Source: an optimization exercise on an open RTL-to-GDS flow (aim: small area, a short achievable clock period and few clock cycles). Production flows keep margins and buffers that such runs may drop.
In this exercise RTL edits were held to simulation tests only and were not proved equivalent to the original.
Power figures rest on the tool's default switching activity, not on a simulated workload.

==> flow/design.v, too long to show whole: its modules and the start of the top module <==
// module md_unit_iter: 691 lines
module md_unit_iter #(
    parameter int WIDTH   = 32,
    parameter int MUL_LAT = 5
) (
    input  logic             clk,
    input  logic             reset,
    input  logic             start,
    input  logic [3:0]       op,
    input  logic [WIDTH-1:0] rs_val,
    input  logic [WIDTH-1:0] rt_val,
    input  logic             flush,
    output logic             busy,
    output logic             done,
    output logic [WIDTH-1:0] hi,
    output logic [WIDTH-1:0] lo
);
  // ...
==> flow/flow/run.sh <==
#!/bin/bash
set -euo pipefail
MARGIN=$(cat flow/margin.txt)
bash standard.sh SETUP_SLACK_MARGIN=$MARGIN REMOVE_ABC_BUFFERS=1 TNS_END_PERCENT=0 ABC_AREA=1 \
    "BUFFER_PORTS_ARGS=-buffer_cell sky130_fd_sc_hd__buf_4" finish > standard_make.log 2>&1
==> flow/flow/margin.txt <==
9.0
==> flow/standard.sh <==
#!/bin/bash
# synth_recipe.tcl (not shown) runs the flow's synth.tcl, then flattens the netlist and writes it again
# the make line also repeats each setting of config.mk as NAME=value (left out here)
make -C /OpenROAD-flow-scripts/flow DESIGN_CONFIG=/design/flow/config.mk WORK_HOME=/design/flow/orfs CLKGATE_MAP_FILE= SYNTH_SCRIPT=/design/flow/synth_recipe.tcl "${@:-finish}"
==> flow/config.mk <==
export PLATFORM = sky130hd
export DESIGN_NAME = md_unit_iter
export DESIGN_NICKNAME = md_unit_iter
export VERILOG_FILES = /design/flow/design.v
export SDC_FILE = /design/flow/constraint.sdc
export NUM_CORES = 4
export LEC_CHECK = 0
export CAP_MARGIN = 20
export CORE_MARGIN = 2
export CORE_UTILIZATION = 40
export SLEW_MARGIN = 20
==> flow/constraint.sdc <==
create_clock -name core_clock -period 13.0 [get_ports {clk}]
set_input_delay 2.6000 -clock core_clock [delete_from_list [all_inputs] [get_ports {clk}]]
set_output_delay 2.6000 -clock core_clock [all_outputs]
set_load 0.01 [all_outputs]
==> results.txt, run 1 <==
- Clock Skews: 0.0352 ns
- # fillers: 8003
- Detailed Route Iter0 Violations: 4415
- Tmin final: 4.30 ns
- Status: finished clean
- Most frequent cells in the layout: nand2_1 (976), inv_1 (580), nand3_1 (290), nor2_1 (284), o21ai_0 (270)
- Crit-path cells: o21ai_0, xor2_1, fa_1, inv_1, fa_1, fa_1, inv_1, fa_1, o22ai_1, a31o_1
- Hold EP: mstep[2]
- Multi-input logic area: 21200 um2
- Total length of routed wires: 147 mm
- Area Overhead vs Synth: 10.4%
- P_int: 3.77 mW
- Clock buf/inv share: 3.66%
- Starting Density: 40.4%
- Largest area contributor in the netlist: fa_1
- Largest cell class: multi-input gates
- Pre-CTS WS: 7.24 ns
- Seq cells post-synth: 282
- Routed Antenna Nets: 0
- Crit Path Category: reg2reg
- Comb pwr: 5.62 mW
- Pwr Density: 240 nW/um2
- Met2 usage: 54.4%
- Post-synthesis simple-gate area fraction: 22.9%
- Buffering overhead: 4.76%
- P_sw: 4.34 mW
- CP Depth: 10
- Non-Filler Instances: 5435
- CP top delay family: adder cells
- Cell Area, Placed: 32200 um2
- Htree depth: 2
- Dpl hpwl: 113 mm
- Most frequent cell on the critical path: fa_1
- Worst-Margin Slew: 1.14 ns
- Design Area, Final: 33900 um2
Testbench counts, summed over its fixed seeds: cycles 15,759.
==> inputs of run 2 (changes only) <==
--- a/flow/config.mk
+++ b/flow/config.mk
@@ -7,5 +7,5 @@
 export LEC_CHECK = 0
 export CAP_MARGIN = 20
 export CORE_MARGIN = 2
-export CORE_UTILIZATION = 40
+export CORE_UTILIZATION = 50
 export SLEW_MARGIN = 20
==> results.txt, run 2 <==
- Most common flop cell mapped by yosys: dfxtp_1
- Via density: 6.26
- Fmax: 246 MHz
- Most numerous cell in the Yosys netlist: nand2_1
- Dpl hpwl: 114 mm (+1.3%)
- Hold_ws: 0.420 ns
- Die Area: 63300 um2
- Design Area, Final: 33800 um2 (-0.23%)
- GP Congestion: 1.04
- Reg2reg start: f_dsub
- # port buffers: 137
- Critical R2R Capture: pa[28]
- Core Util, Final: 55.9%
- Mapped Cells: 4398
- Antenna violations before repair: 11
- Setup Viol. Count Final: 0
- Critical path data required time: 13.33 ns
- Slew headroom: 25.0%
- Area Overhead vs Synth: 10.1%
- Synth Warn #: 1
- Netlist cell types: 62
- Dpl cells: 5087
- TritonCTS clock tree: done
- Die height: 252 um
- Top flop regs: pa: 35 flops, pb: 35 flops, ysh: 35 flops
- Longest Clk Path Bufs: 3
- RSZ-0062 raised after global routing: true
- Most common cell after layout, fill and taps aside: nand2_1
- FFs w/ async S/R, synth: 25.2%
- Tmin final: 4.06 ns (-0.237 ns)
- I/O pins: 138
- GRT Total Usage: 46.4%
- Total core area: 60500 um2
- Switch share: 53.2%
- Syn avg cell area: 6.97 um2
- Clock-pin slew on the worst setup and hold paths: 0.06 ns
- Hold Vio Cnt, Final: 0
- Largest net degree at the start of global routing: 77
- Routed vias: 32500
- Total gr overflow: 0
- Status: finished clean
- Htree depth: 2 (unchanged)
- Pwr Density: 242 nW/um2 (+0.86%)
- Setup crit start kind: primary input
- Tcrit/Tclk final: 31.2%
- P_int: 3.83 mW (+1.4%)
- Layout cell share with drive strength beyond 1: 9.13%
- # DRC: 0
- Cell Area, Placed: 31900 um2 (-0.80%)
- Top cell type's share of synthesized area: 15.7%
- Max cap viols: 0
- Crit Path Max Fanout: 11
- Die span in x: 252 um
- Crit. End Element: flip-flop
- HP Start: mstep[1]
- Register area share after synthesis: 20.1%
- Setup TNS Final: 0 ns
- Seq cells post-synth: 282 (unchanged)
- Final nets: 4781
- Sequential cell area: 6180 um2
- Worst Hold Class: reg2reg
- P_sw: 4.34 mW (about the same)
- Synth Cell Area: 30700 um2
- Sink Count: 282
- Hold EP: mstep[2]
- Total CTS buffers: 39
- Sequential share of power: 17.5%
- Non-Filler Instances: 5192 (-4.5%)
- Worst Reg2Reg Path Length in Cells: 14
- Routed Antenna Nets: 0 (unchanged)
- Arrival @ worst endpoint: 4.39 ns
- Wire length of the first global-routing pass: 214 mm
- Combinational share of power: 68.3%
- Drt wl/cell: 28.6 um
- EDFF count, synth: 17
- Worst-Margin Slew: 1.11 ns (-0.0319 ns)
- Slew Viols, Final: 0
- Number of global-route vias before repair: 31000
- Flop2flop setup slack: 8.95 ns
- Detailed Route Iter0 Violations: 4053 (-8.2%)
- Pleak: 15.4 nW
- Multi-input logic area: 21300 um2 (+0.49%)
- Clock Skews: 0.0267 ns (-0.00846 ns)
- Drt first pass iters: 9
- Starting Density: 50.7% (+10 points)
- Root Buffer: clkbuf_16
- VDD IR max: 0.172 mV
- Post-synth top cells: nand2_1 (978), inv_1 (590), nand3_1 (290), nor2_1 (290), o21ai_0 (276)
- Hold Crit Depth: 2
- Clk pwr share: 14.3%
- Largest area contributor in the netlist: fa_1
- Num rows: 90
- Clock insertion delay at the later pin of the skew report: 0.60 ns
- Synth top area cells: fa_1 (16%), dfxtp_1 (13%), nand2_1 (12%)
- Most frequent cells in the layout: nand2_1 (974), inv_1 (578), nand3_1 (284), nor2_1 (277), o21ai_0 (266)
- # fillers: 6138 (-23%)
- Total length of routed wires: 149 mm (+0.88%)
- Crit Path Category: in2reg
run 2: cell counts after synthesis:
Identical to the previous run, type by type.
run 2: per-stage QoR:
| stage | power, mW | worst slack, ns |
|---|---|---|
| 4_1_cts | 7.93 | 8.73 |
| 2_1_floorplan | 4.70 | 8.20 |
| 3_5_place_dp | 6.74 | 7.32 |
| 6_report | 8.17 | 8.94 |
| 3_3_place_gp | 6.74 | 7.37 |
| 5_1_grt | 8.72 | 8.84 |
run 2: per-layer routing:
layer	GRT usage (%)	part of all wire [%]
met5	1.08	0.12
met4	29.0	7.6
met3	18.9	14
met2	67.9	41
met1	56.6	37
run 2: critical path, stage by stage:
cell and delay [ns]:
buf_12 0.11, clkinvlp_4 0.09, nor2_4 0.05, buf_4 0.13, buf_6 0.14, clkinvlp_4 0.18, nand2_1 0.09, o21ai_2 0.07
inv_1 0.04, or2_1 0.25, inv_1 0.08, o2111ai_2 0.13, nor2_2 0.19, inv_2 0.05, nand3b_1 0.09, o211ai_1 0.09
run 2: cell families (layout without fill, tap and decap cells):
| family | after synthesis | count (layout) | synth area share [%] |
|---|---|---|---|
| xor+xnor | 249 | 249 | 7.16 |
| buf+inv | 888 | 889 | 11.2 |
| simple gates | 1687 | 1690 | 22.9 |
| other cells | 0 | 8 | 0 |
| flops | 282 | 282 | 20.1 |
| mux | 6 | 6 | 0.196 |
| fa+ha+maj | 337 | 337 | 19.6 |
| compound gates | 949 | 949 | 18.7 |
run 2: worst max path at each step:
stage / slack [ns] / start / end
finish: 8.94 / rt_val[31] / zb_q[0]
global route: 8.84 / rt_val[31] / zb_q[0]
CTS: 8.73 / f_dsub / pa[31]
detailed placement: 7.32 / rt_val[31] / zb_q[2]
global placement: 7.37 / rt_val[31] / zb_q[2]
floorplan: 8.20 / rt_val[31] / zb_q[2]
run 2: power by group through the flow:
stage | clock network (mW) | logic, mW | registers, mW
after global routing | 1.20 | 6.10 | 1.43
after detailed placement | 0 | 5.32 | 1.42
after global placement | 0 | 5.32 | 1.42
after CTS | 1.16 | 5.36 | 1.40
after floorplan | 0 | 3.39 | 1.32
final | 1.17 | 5.57 | 1.43
run 2: final cells by class:
cell class                 count  area share [%]
inverter                     605            6.82
antenna                        8          0.0593
tap                          782            2.90
clock inverter                22           0.863
sequential                   282            18.3
multi-input combinational   3231            63.0
timing repair buffer         210            4.85
timing repair inverter         3          0.0519
clock buffer                  49            3.15
run 2: timing repair:
| action | 4_1_cts | 5_1_grt |
|---|---|---|
| gates resized for setup | 9 | 82 |
| pin swaps | 3 | 12 |
| setup endpoints to repair | 176 | 179 |
| hold endpoints to repair | 0 | 0 |
| hold buffers | 0 | 0 |
| setup buffers | 8 | 12 |
| cloned | 4 | 2 |
==> inputs of run 3 (changes only) <==
==> flow/flow/margin.txt (replaced) <==
9.3
==> results.txt, run 3 <==
- Antenna violations before repair: 9 (-2)
- Pre-CTS WS: 7.32 ns (unchanged)
- Switch share: 53.1% (-0.070 points)
- Tcrit/Tclk final: 31.0% (-0.23 points)
- Post-synth top cells: nand2_1 (978), inv_1 (590), nand3_1 (290), nor2_1 (290), o21ai_0 (276)
- Total Power: 8.18 mW (+0.18%)
- Via density: 6.26 (about the same)
- Flop2flop setup slack: 8.99 ns (+0.04 ns)
- Most common flop cell mapped by yosys: dfxtp_1
- Starting Density: 50.7% (unchanged)
- Reg2reg start: b_ng[1]
- Clock-pin slew on the worst setup and hold paths: 0.06 ns (about the same)
- # port buffers: 137 (unchanged)
- Status: finished clean
- Total core area: 60500 um2 (unchanged)
- Combinational share of power: 68.3% (about the same)
- Sequential share of power: 17.4% (about the same)
- Most frequent cells in the layout: nand2_1 (973), inv_1 (582), nand3_1 (282), nor2_1 (275), o21ai_0 (262)
- # fillers: 6126 (-0.20%)
- GP Congestion: 1.04 (unchanged)
- Num rows: 90 (unchanged)
- Drt wl/cell: 28.7 um (+0.13%)
- Largest net degree at the start of global routing: 77 (unchanged)
- Fin worst setup slack: 8.97 ns (+0.0303 ns)
- Netlist cell types: 62 (unchanged)
- Setup TNS Final: 0 ns (unchanged)
- Crit-path cells: buf_6, nor2_4, clkinv_4, buf_6, buf_4, nand2_2, nand3_2, nor2_4, nand4_1, nor2_2, nor2_2, o2111ai_2, o211ai_1
- Post-synthesis simple-gate area fraction: 22.9% (unchanged)
- Layout cell share with drive strength beyond 1: 9.43% (+0.30 points)
- Dpl hpwl: 114 mm (unchanged)
- Synth Warn #: 1 (unchanged)
- Slew Viols, Final: 0 (unchanged)
- Compound-Gate Fraction of Synth Area: 18.7% (unchanged)
- Register area share after synthesis: 20.1% (unchanged)
- HP Start: mstep[1]
- Detailed Route Iter0 Violations: 4355 (+7.5%)
- Hold_ws: 0.425 ns (+0.00490 ns)
- Arrival @ worst endpoint: 4.36 ns (-0.03 ns)
- Dpl cells: 5087 (unchanged)
- Most common cell after layout, fill and taps aside: nand2_1
- P_sw: 4.34 mW (about the same)
- Post-synthesis mux area share: 0.196% (unchanged)
- Slew headroom: 28.4% (+3.4 points)
- Pwr Density: 241 nW/um2 (-0.20%)
- Max cap viols: 0 (unchanged)
- Critical R2R Capture: pb[0]
- Hold Vio Cnt, Final: 0 (unchanged)
- # DRC: 0 (unchanged)
- Root Buffer: clkbuf_16
- Routed vias: 32600 (+0.14%)
- Setup crit start kind: primary input
- Post-Synth Adder-Cell Area: 19.6% (unchanged)
- Seq cells post-synth: 282 (unchanged)
- Synth top area cells: fa_1 (16%), dfxtp_1 (13%), nand2_1 (12%)
- Crit. End Element: flip-flop
- Total length of routed wires: 149 mm (+0.28%)
- Worst Hold Class: reg2reg
- Die span in x: 252 um (unchanged)
- Longest Clk Path Bufs: 3 (unchanged)
- Largest area contributor in the netlist: fa_1
- Cell Area, Placed: 31900 um2 (unchanged)
- Number of global-route vias before repair: 31100 (+0.24%)
- I/O pins: 138 (unchanged)
- Drt first pass iters: 6 (-3)
- FFs w/ async S/R, synth: 25.2% (unchanged)
- Total CTS buffers: 39 (unchanged)
- VDD IR max: 0.172 mV (+0.15%)
- Mapped Cells: 4398 (unchanged)
- Die Area: 63300 um2 (unchanged)
- Crit Path Max Fanout: 6 (-5)
- Wire length of the first global-routing pass: 214 mm (+0.25%)
- Critical path data required time: 13.33 ns (about the same)
- Design Area, Final: 33900 um2 (+0.38%)
- Cts hold-fix bufs: 0 (unchanged)
- Clk pwr share: 14.2% (about the same)
- P_int: 3.84 mW (+0.33%)
- Max stage delay cell, worst path: nor2_4
- Clock insertion delay at the later pin of the skew report: 0.60 ns (about the same)
- Worst Reg2Reg Path Length in Cells: 9 (-5)
- Largest family of logic cells by synthesized area: simple AND/OR/NAND/NOR gates
- Routed Antenna Nets: 0 (unchanged)
- Hold Crit Depth: 2 (unchanged)
- Post-synthesis xor/xnor area fraction: 7.16% (unchanged)
- RSZ-0062 raised after global routing: true
- Top cell type's share of synthesized area: 15.7% (unchanged)
- Crit Path Category: in2reg
- Tmin final: 4.03 ns (-0.0303 ns)
- EDFF count, synth: 17 (unchanged)
- Max incr delay on CP: 0.26 ns (about the same)
- Worst-Margin Slew: 1.07 ns (-0.0388 ns)
- Core Util, Final: 56.1% (+0.21 points)
- Setup Viol. Count Final: 0 (unchanged)
- Htree depth: 2 (unchanged)
- Total gr overflow: 0 (unchanged)
- Non-Filler Instances: 5200 (+0.15%)
- Area Overhead vs Synth: 10.5%
- GRT Total Usage: 46.5% (+0.10 points)
- Final nets: 4791 (+0.21%)
- Fmax: 248 MHz (+0.75%)
- Synth Cell Area: 30700 um2 (unchanged)
- Most numerous cell in the Yosys netlist: nand2_1
- Top flop regs: pa: 35 flops, pb: 35 flops, ysh: 35 flops
- TritonCTS clock tree: done
- Clock Skews: 0.0305 ns (+0.00381 ns)
- Pleak: 15.5 nW (+0.42%)
- Die height: 252 um (unchanged)
- Sink Count: 282 (unchanged)
- Syn avg cell area: 6.97 um2 (unchanged)
- Hold EP: mstep[2]
## run 3: cell counts after synthesis
No cell type changed its count.
## run 3: final cells by class
cell class / count / area (um2) / share of cell area, %
diodes: 6 / 15.0 / 0.0443
clock buffers: 49 / 1060 / 3.14
repair buffers: 219 / 1730 / 5.09
repair inverters: 4 / 25.0 / 0.0738
clock inverters: 22 / 292 / 0.860
inverters: 605 / 2310 / 6.81
flip-flops and latches: 282 / 6180 / 18.2
multi-input cells: 3231 / 21300 / 62.9
well taps: 782 / 978 / 2.89
## run 3: power groups by stage
| stage | Sequential (mW) | Clock (mW) | Combinational, mW |
|---|---|---|---|
| finish | 1.43 | 1.16 | 5.59 |
| global route | 1.43 | 1.20 | 6.11 |
| CTS | 1.40 | 1.16 | 5.37 |
| detailed placement | 1.42 | 0 | 5.32 |
| global placement | 1.42 | 0 | 5.32 |
| floorplan | 1.32 | 0 | 3.39 |
## run 3: how the worst max path moves through the flow
stage	start	endpoint	slack (ns)	depth (start not counted)
2_1_floorplan	rt_val[31]	zb_q[2]	8.20	13
3_3_place_gp	rt_val[31]	zb_q[2]	7.37	14
3_5_place_dp	rt_val[31]	zb_q[2]	7.32	14
4_1_cts	rt_val[31]	zb_q[0]	9.05	14
5_1_grt	op[0]	za_q[0]	8.94	13
6_report	op[0]	za_q[0]	8.97	13
## run 3: repair_timing
action	CTS	global route
endpoints found under the setup margin	246	247
setup buffers	17	12
pin swaps	10	16
gates cloned	5	2
resized for setup	52	56
## run 3: critical path: cells and delay by family
family                 cells  cell delay [ns]
AOI/OAI and AO/OA          2             0.20
buffers and inverters      4             0.57
and+or+nand+nor            7             0.98
## run 3: kinds of logic after synthesis
logic type | count (synthesis)
fa+ha+maj | 337
buf+inv | 888
xor+xnor | 249
simple gates | 1687
compound gates | 949
mux | 6
flops | 282
## run 3: layer usage
metal	vias up	part of all wire, %	global-route usage (%)
met1	15500	37	57.2
met3	489	14	18.5
met4	10	7.6	28.6
met5	-	0.091	1.54
li1	14400	-	-
met2	2127	42	68.1
==> inputs of run 4 (changes only) <==
==> flow/flow/margin.txt (replaced) <==
9.6
==> results.txt, run 4 <==
- Combinational share of power: 68.3% (about the same)
- FFs w/ async S/R, synth: 25.2% (unchanged)
- Fmax: 248 MHz (unchanged)
- Hold Crit Depth: 2 (unchanged)
- Sink Count: 282 (unchanged)
- Sequential cell area: 6180 um2 (unchanged)
- Max incr delay on CP: 0.26 ns (about the same)
- Status: finished clean
- # port buffers: 137 (unchanged)
- Final nets: 4791 (unchanged)
- Slew Viols, Final: 0 (unchanged)
- Synth top area cells: fa_1 (16%), dfxtp_1 (13%), nand2_1 (12%)
- Most frequent cells in the layout: nand2_1 (973), inv_1 (582), nand3_1 (282), nor2_1 (275), o21ai_0 (262)
- Seq cells post-synth: 282 (unchanged)
- TritonCTS clock tree: done
- P_sw: 4.34 mW (unchanged)
- Die Area: 63300 um2 (unchanged)
- Wire length of the first global-routing pass: 214 mm (unchanged)
- Total core area: 60500 um2 (unchanged)
- Largest net degree at the start of global routing: 77 (unchanged)
- Total length of routed wires: 149 mm (unchanged)
- Max stage delay cell, worst path: nor2_4
- Routed vias: 32600 (unchanged)
- Detailed Route Iter0 Violations: 4355 (unchanged)
- Worst Reg2Reg Path Length in Cells: 9 (unchanged)
- Root Buffer: clkbuf_16
- EDFF count, synth: 17 (unchanged)
- HP Start: mstep[1]
- Setup Viol. Count Final: 0 (unchanged)
- P_int: 3.84 mW (unchanged)
- GP Congestion: 1.04 (unchanged)
- Area Overhead vs Synth: 10.5% (unchanged)
- Synth Cell Area: 30700 um2 (unchanged)
- Synth Warn #: 1 (unchanged)
- Number of global-route vias before repair: 31100 (unchanged)
- Netlist cell types: 62 (unchanged)
- Dpl hpwl: 114 mm (unchanged)
- Tcrit/Tclk final: 31.0% (unchanged)
- Crit-path cells: buf_6, nor2_4, clkinv_4, buf_6, buf_4, nand2_2, nand3_2, nor2_4, nand4_1, nor2_2, nor2_2, o2111ai_2, o211ai_1
- Layout cell share with drive strength beyond 1: 9.43% (unchanged)
- Htree depth: 2 (unchanged)
- Setup crit start kind: primary input
- Antenna violations before repair: 9 (unchanged)
- Flop2flop setup slack: 8.99 ns (about the same)
- Most common flop cell mapped by yosys: dfxtp_1
- Drt first pass iters: 6 (unchanged)
- Critical path data required time: 13.33 ns (about the same)
- Multi-input logic area: 21300 um2 (unchanged)
- Clock insertion delay at the later pin of the skew report: 0.60 ns (about the same)
- Routed Antenna Nets: 0 (unchanged)
- Pwr Density: 241 nW/um2 (unchanged)
- Pleak: 15.5 nW (unchanged)
- Die height: 252 um (unchanged)
- Crit. End Element: flip-flop
- Sequential share of power: 17.4% (about the same)
- Top cell type's share of synthesized area: 15.7% (unchanged)
- Drt wl/cell: 28.7 um (unchanged)
- Worst-Margin Slew: 1.07 ns (unchanged)
- Clock Skews: 0.0305 ns (unchanged)
- Slew headroom: 28.4% (unchanged)
- # fillers: 6126 (unchanged)
- Non-Filler Instances: 5200 (unchanged)
- Post-synth top cells: nand2_1 (978), inv_1 (590), nand3_1 (290), nor2_1 (290), o21ai_0 (276)
- Crit Path Category: in2reg
- Starting Density: 50.7% (unchanged)
- Reg2reg start: b_ng[1]
- Total CTS buffers: 39 (unchanged)
- Most numerous cell in the Yosys netlist: nand2_1
- Total gr overflow: 0 (unchanged)
- Hold EP: mstep[2]
- Most common cell after layout, fill and taps aside: nand2_1
- I/O pins: 138 (unchanged)
- Register area share after synthesis: 20.1% (unchanged)
- Switch share: 53.1% (unchanged)
- Max cap viols: 0 (unchanged)
- Dpl cells: 5087 (unchanged)
- VDD IR max: 0.172 mV (unchanged)
- Via density: 6.26 (unchanged)
- # DRC: 0 (unchanged)
- Tmin final: 4.03 ns (unchanged)
- Longest Clk Path Bufs: 3 (unchanged)
- Critical R2R Capture: pb[0]
- Syn avg cell area: 6.97 um2 (unchanged)
- Die span in x: 252 um (unchanged)
- Hold Vio Cnt, Final: 0 (unchanged)
- Largest area contributor in the netlist: fa_1
- Num rows: 90 (unchanged)
- Top flop regs: pa: 35 flops, pb: 35 flops, ysh: 35 flops
- Arrival @ worst endpoint: 4.36 ns (about the same)
- Mapped Cells: 4398 (unchanged)
- Worst Hold Class: reg2reg
- Setup TNS Final: 0 ns (unchanged)
- GRT Total Usage: 46.5% (unchanged)
- RSZ-0062 raised after global routing: true
- Clock-pin slew on the worst setup and hold paths: 0.06 ns (about the same)
- Clk pwr share: 14.2% (about the same)
- Crit Path Max Fanout: 6 (unchanged)
run 4: cell counts after synthesis:
No cell type changed its count.
run 4: cells by family (layout without fill, tap and decap cells):
logic type	after synthesis	count (layout)	share of synthesized area [%]
multiplexers	6	6	0.196
other	0	6	0
AND/OR/NAND/NOR	1687	1690	22.9
AO/OA/AOI/OAI	949	949	18.7
flip-flops	282	282	20.1
adder cells (fa/ha/maj)	337	337	19.6
buffers and inverters	888	899	11.2
XOR/XNOR	249	249	7.16
run 4: metal layers:
metal	up-vias	global-route usage (%)	routed length, um
met5	-	1.54	135
met4	10	28.6	11300
met3	489	18.5	20400
met2	2127	68.1	62000
met1	15500	57.2	55100
li1	14400	-	-
run 4: power groups by stage:
stage | sequential [mW] | combinational, mW | clock, mW
2_1_floorplan | 1.32 | 3.39 | 0
4_1_cts | 1.40 | 5.37 | 1.16
3_3_place_gp | 1.42 | 5.32 | 0
3_5_place_dp | 1.42 | 5.32 | 0
6_report | 1.43 | 5.59 | 1.16
5_1_grt | 1.43 | 6.11 | 1.20
run 4: per-stage QoR:
step                cell area, um2  setup slack, ns  total power, mW  hold slack (ns)  utilization [%]
floorplan                    29500             8.20             4.70            0.388                -
global placement             31900             7.37             6.74            0.399             52.8
detailed placement           31900             7.32             6.74            0.407             52.8
CTS                          33600             9.05             7.94            0.416             55.6
global route                 33900             8.94             8.74            0.444             56.0
finish                       33900             8.97             8.18            0.425             56.1
run 4: how the worst max path moves through the flow:
stage / start / depth (start not counted) / endpoint
after floorplan: rt_val[31] / 13 / zb_q[2]
after global placement: rt_val[31] / 14 / zb_q[2]
after global routing: op[0] / 13 / za_q[0]
after CTS: rt_val[31] / 14 / zb_q[0]
after detailed placement: rt_val[31] / 14 / zb_q[2]
final: op[0] / 13 / za_q[0]
run 4: layout make-up:
| class | count | area share, % |
|---|---|---|
| clock buffers | 49 | 3.14 |
| repair buffers | 219 | 5.09 |
| clock inverters | 22 | 0.860 |
| well taps | 782 | 2.89 |
| flip-flops and latches | 282 | 18.2 |
| repair inverters | 4 | 0.0738 |
| diodes | 6 | 0.0443 |
| inverters | 605 | 6.81 |
| multi-input cells | 3231 | 62.9 |
run 4: what timing repair did:
| item | CTS | global route |
|---|---|---|
| pin swaps | 10 | 16 |
| setup buffers | 17 | 12 |
| hold buffers | 0 | 0 |
| endpoints found under the setup margin | 252 | 252 |
| gates resized for setup | 52 | 56 |
| cloned | 5 | 2 |
| endpoints found under the hold margin | 0 | 0 |
run 4: worst max-delay path, delay by kind of cell:
family,cells,cell delay [ns]
buffers and inverters,4,0.57
AO/OA/AOI/OAI,2,0.20
AND/OR/NAND/NOR,7,0.98
==> inputs of run 5 (changes only) <==
==> flow/flow/run.sh (replaced) <==
#!/bin/bash
set -euo pipefail
MARGIN=$(cat flow/margin.txt)
bash standard.sh SETUP_SLACK_MARGIN=$MARGIN REMOVE_ABC_BUFFERS=1 TNS_END_PERCENT=0 ABC_AREA=0 \
    "BUFFER_PORTS_ARGS=-buffer_cell sky130_fd_sc_hd__buf_4" finish > standard_make.log 2>&1
==> flow/flow/margin.txt (replaced) <==
9.3
==> results.txt, run 5 <==
- Crit Path Category: reg2reg
- Top cell type's share of synthesized area: 15.1% (-0.62 points)
- Max stage delay cell, worst path: fa_4
- GP Congestion: 0.996 (-4.3%)
- Max cap viols: 0 (unchanged)
- Hold EP: mstep[2]
- Most frequent cells in the layout: inv_1 (296), nand2_1 (247), o21ai_0 (243), fa_1 (238), a22oi_1 (236)
- Slew headroom: 19.6% (-8.7 points)
- Largest area contributor in the netlist: fa_1
- Routed Antenna Nets: 0 (unchanged)
- Syn avg cell area: 8.26 um2 (+18%)
- Setup Viol. Count Final: 0 (unchanged)
- Setup crit start kind: flip-flop
- Netlist cell types: 92 (+48%)
- Critical R2R Capture: pb[17]
- Antenna violations before repair: 5 (-4)
- Compound-Gate Fraction of Synth Area: 25.1% (+6.4 points)
- # fillers: 5871 (-4.2%)
- Post-Synth Adder-Cell Area: 18.9% (-0.77 points)
- # port buffers: 137 (unchanged)
- Number of global-route vias before repair: 31000 (-0.080%)
- Detailed Route Iter0 Violations: 5136 (+18%)
- Root Buffer: clkbuf_16
- Status: finished clean
- Total length of routed wires: 155 mm (+4.0%)
- Seq cells post-synth: 282 (unchanged)
- VDD IR max: 0.212 mV (+23%)
- Htree depth: 2 (unchanged)
- Most common cell after layout, fill and taps aside: inv_1
- Longest Clk Path Bufs: 3 (unchanged)
- Hold Vio Cnt, Final: 0 (unchanged)
- Crit Path Max Fanout: 8 (+2)
- Design Area, Final: 35900 um2 (+5.9%)
- Total core area: 63100 um2 (+4.3%)
- Die height: 257 um (+2.0%)
- Area Overhead vs Synth: 12.5%
- Worst Reg2Reg Path Length in Cells: 13 (+4)
- Mapped Cells: 3865 (-12%)
- Post-synthesis mux area share: 4.49% (+4.3 points)
- Pwr Density: 247 nW/um2 (+2.2%)
- Register area share after synthesis: 19.3% (-0.79 points)
- Slew Viols, Final: 0 (unchanged)
- Routed vias: 32800 (+0.56%)
- Hold Crit Depth: 1 (-1)
- Layout cell share with drive strength beyond 1: 14.8% (+5.4 points)
- Cts hold-fix bufs: 0 (unchanged)
- Arrival @ worst endpoint: 4.46 ns (+0.10 ns)
- Max incr delay on CP: 0.90 ns (+0.64 ns)
- Clock-pin slew on the worst setup and hold paths: 0.06 ns (about the same)
- Fmax: 246 MHz (-1.0%)
- FFs w/ async S/R, synth: 25.2% (unchanged)
- Setup TNS Final: 0 ns (unchanged)
- EDFF count, synth: 17 (unchanged)
- Hold_ws: 0.439 ns (+0.0137 ns)
- Post-synthesis simple-gate area fraction: 13.7% (-9.2 points)
- Cell Area, Placed: 33100 um2 (+3.8%)
- Synth Cell Area: 31900 um2 (+4.1%)
- Tmin final: 4.07 ns (+0.0406 ns)
- Drt first pass iters: 10 (+4)
- Flop2flop setup slack: 8.93 ns (-0.06 ns)
- Clock Skews: 0.0312 ns (+0.000646 ns)
- Via density: 7.05 (+13%)
- Pleak: 14.2 nW (-8.5%)
- Worst Hold Class: reg2reg
- Total gr overflow: 0 (unchanged)
- Post-synth top cells: inv_1 (301), clkbuf_1 (298), o21ai_0 (252)
- CP bufs+invs: 3 (-1)
- Top flop regs: pa: 35 flops, pb: 35 flops, ysh: 35 flops
- Dpl hpwl: 110 mm (-4.1%)
- Sink Count: 282 (unchanged)
- Largest net degree at the start of global routing: 89 (+16%)
- Tcrit/Tclk final: 31.3% (+0.31 points)
- GRT Total Usage: 45.4% (-1.1 points)
- Largest family of logic cells by synthesized area: compound AO/OA/AOI/OAI gates
- Clock insertion delay at the later pin of the skew report: 0.59 ns (about the same)
- Total CTS buffers: 38 (-2.6%)
- Die Area: 65900 um2 (+4.0%)
- CP top delay family: adder cells
- Crit. End Element: flip-flop
- # DRC: 0 (unchanged)
- Wire length of the first global-routing pass: 220 mm (+2.5%)
- I/O pins: 138 (unchanged)
- Most common flop cell mapped by yosys: dfxtp_1
- Die span in x: 257 um (+2.0%)
- Num rows: 92 (+2.2%)
- Crit-path cells: ha_1, inv_2, ha_4, inv_4, fa_4, buf_12, mux4_2, mux2i_2, mux2i_1, nand2_1, a21oi_1, xnor2_2, o221ai_1
- RSZ-0062 raised after global routing: true
- Synth Warn #: 1 (unchanged)
- Synth top area cells: fa_1 (15%), dfxtp_1 (12%), xnor2_1 (5.8%)
- Critical path data required time: 13.39 ns (+0.06 ns)
- Reg2reg start: za_q[0]
- Post-synthesis xor/xnor area fraction: 9.90% (+2.7 points)
- HP Start: mstep[1]
- Worst-Margin Slew: 1.20 ns (+0.130 ns)
- TritonCTS clock tree: done
- Starting Density: 50.6% (-0.11 points)
- Drt wl/cell: 33.4 um (+16%)
- Core Util, Final: 56.9% (+0.86 points)
- Final nets: 4174 (-13%)
- Most numerous cell in the Yosys netlist: inv_1
-- run 5: area by class of cell --
cell class,instances,area (um2),area share (%)
multi-input cells,2873,23900,66.5
repair buffers,262,2290,6.37
inverters,308,1170,3.25
clock inverters,15,175,0.488
clock buffers,55,1090,3.02
diodes,3,7.51,0.0209
flip-flops and latches,282,6230,17.4
well taps,846,1060,2.95
-- run 5: cells by family (layout without fill, tap and decap cells) --
| kind of cell | Yosys count | in the layout |
|---|---|---|
| AOI/OAI and AO/OA | 1169 | 1170 |
| and+or+nand+nor | 887 | 887 |
| buffers and inverters | 712 | 640 |
| xor gates and xnor gates | 361 | 362 |
| adders and majority gates | 337 | 337 |
| DFF | 282 | 282 |
| muxes | 117 | 117 |
| other | 0 | 3 |
-- run 5: how the worst max path moves through the flow --
stage | end | startpoint | slack, ns | cells after the start
after floorplan | hi_q[29] | st_dprep | 6.98 | 6
after global placement | lo_q[30] | flush | 7.80 | 11
after detailed placement | hi_q[25] | flush | 7.74 | 9
after CTS | lo_q[30] | flush | 9.05 | 11
after global routing | pb[28] | za_q[0] | 8.93 | 18
final | pb[17] | za_q[0] | 8.93 | 13
-- run 5: repair_timing --
action                                  CTS  global route
pin swaps                                18            27
resized for setup                       114           121
gates cloned                              4             2
endpoints found under the setup margin  245           245
setup buffers                            22            17
-- run 5: routing by layer --
| layer | vias to the layer above | share of wire, % | track usage, % |
|---|---|---|---|
| met5 | - | 0.0084 | 0 |
| met4 | 2 | 7.6 | 24.7 |
| met3 | 632 | 14 | 14.1 |
| met2 | 2687 | 41 | 66.3 |
| met1 | 16000 | 37 | 59.7 |
| li1 | 13500 | - | - |
-- run 5: metrics by stage --
| step | std cells | total power [mW] | worst slack [ns] |
|---|---|---|---|
| after global placement | 4526 | 7.12 | 7.80 |
| after CTS | 4622 | 8.47 | 9.05 |
| after floorplan | 3461 | 5.11 | 6.98 |
| final | 4644 | 8.85 | 8.93 |
| after global routing | 4641 | 9.40 | 8.93 |
| after detailed placement | 4526 | 7.21 | 7.74 |
-- run 5: power by group --
part / switching (mW) / internal (mW) / total [mW]
sequential: 0.387 / 1.12 / 1.51
combinational: 3.67 / 2.56 / 6.23
clock: 0.470 / 0.644 / 1.11
total: 4.52 / 4.33 / 8.85

afterwards: timing with drivers on the ports:
No port has a modelled driver above. Below, the same layouts with a new extraction and two added sets of constraints. Step 1: set_driving_cell puts a clkbuf_16 on clk and a buf_2 on each other input, an assumption about the parent block. Step 2 also shifts input and output timing later by t, the mid clock arrival at the registers, as if the neighbouring blocks saw the same clock. a / b / c = ideal ports / drivers / drivers and shift; a / b = the first two.
| run | t, ns | slack for setup (ns) | worst slew at a driven data input, ns | pins driven straight from the clock port |
|---|---|---|---|---|
| run 1 | 0.659 | 8.705 / 8.705 / 8.273 | 0.06 | 1 |
| run 2 | 0.653 | 8.942 / 8.946 / 8.293 | 0.07 | 1 |
| run 3 | 0.653 | 8.972 / 8.987 / 8.351 | 0.06 | 1 |
| run 4 | 0.653 | 8.972 / 8.987 / 8.351 | 0.06 | 1 |
| run 5 | 0.645 | 8.932 / 8.932 / 8.356 | 0.07 | 1 |
After both steps setup and hold are still met in every run listed. For run 2, which loses most, drivers alone change the setup slack by +0.004 ns; drivers and shift together by -0.649 ns.
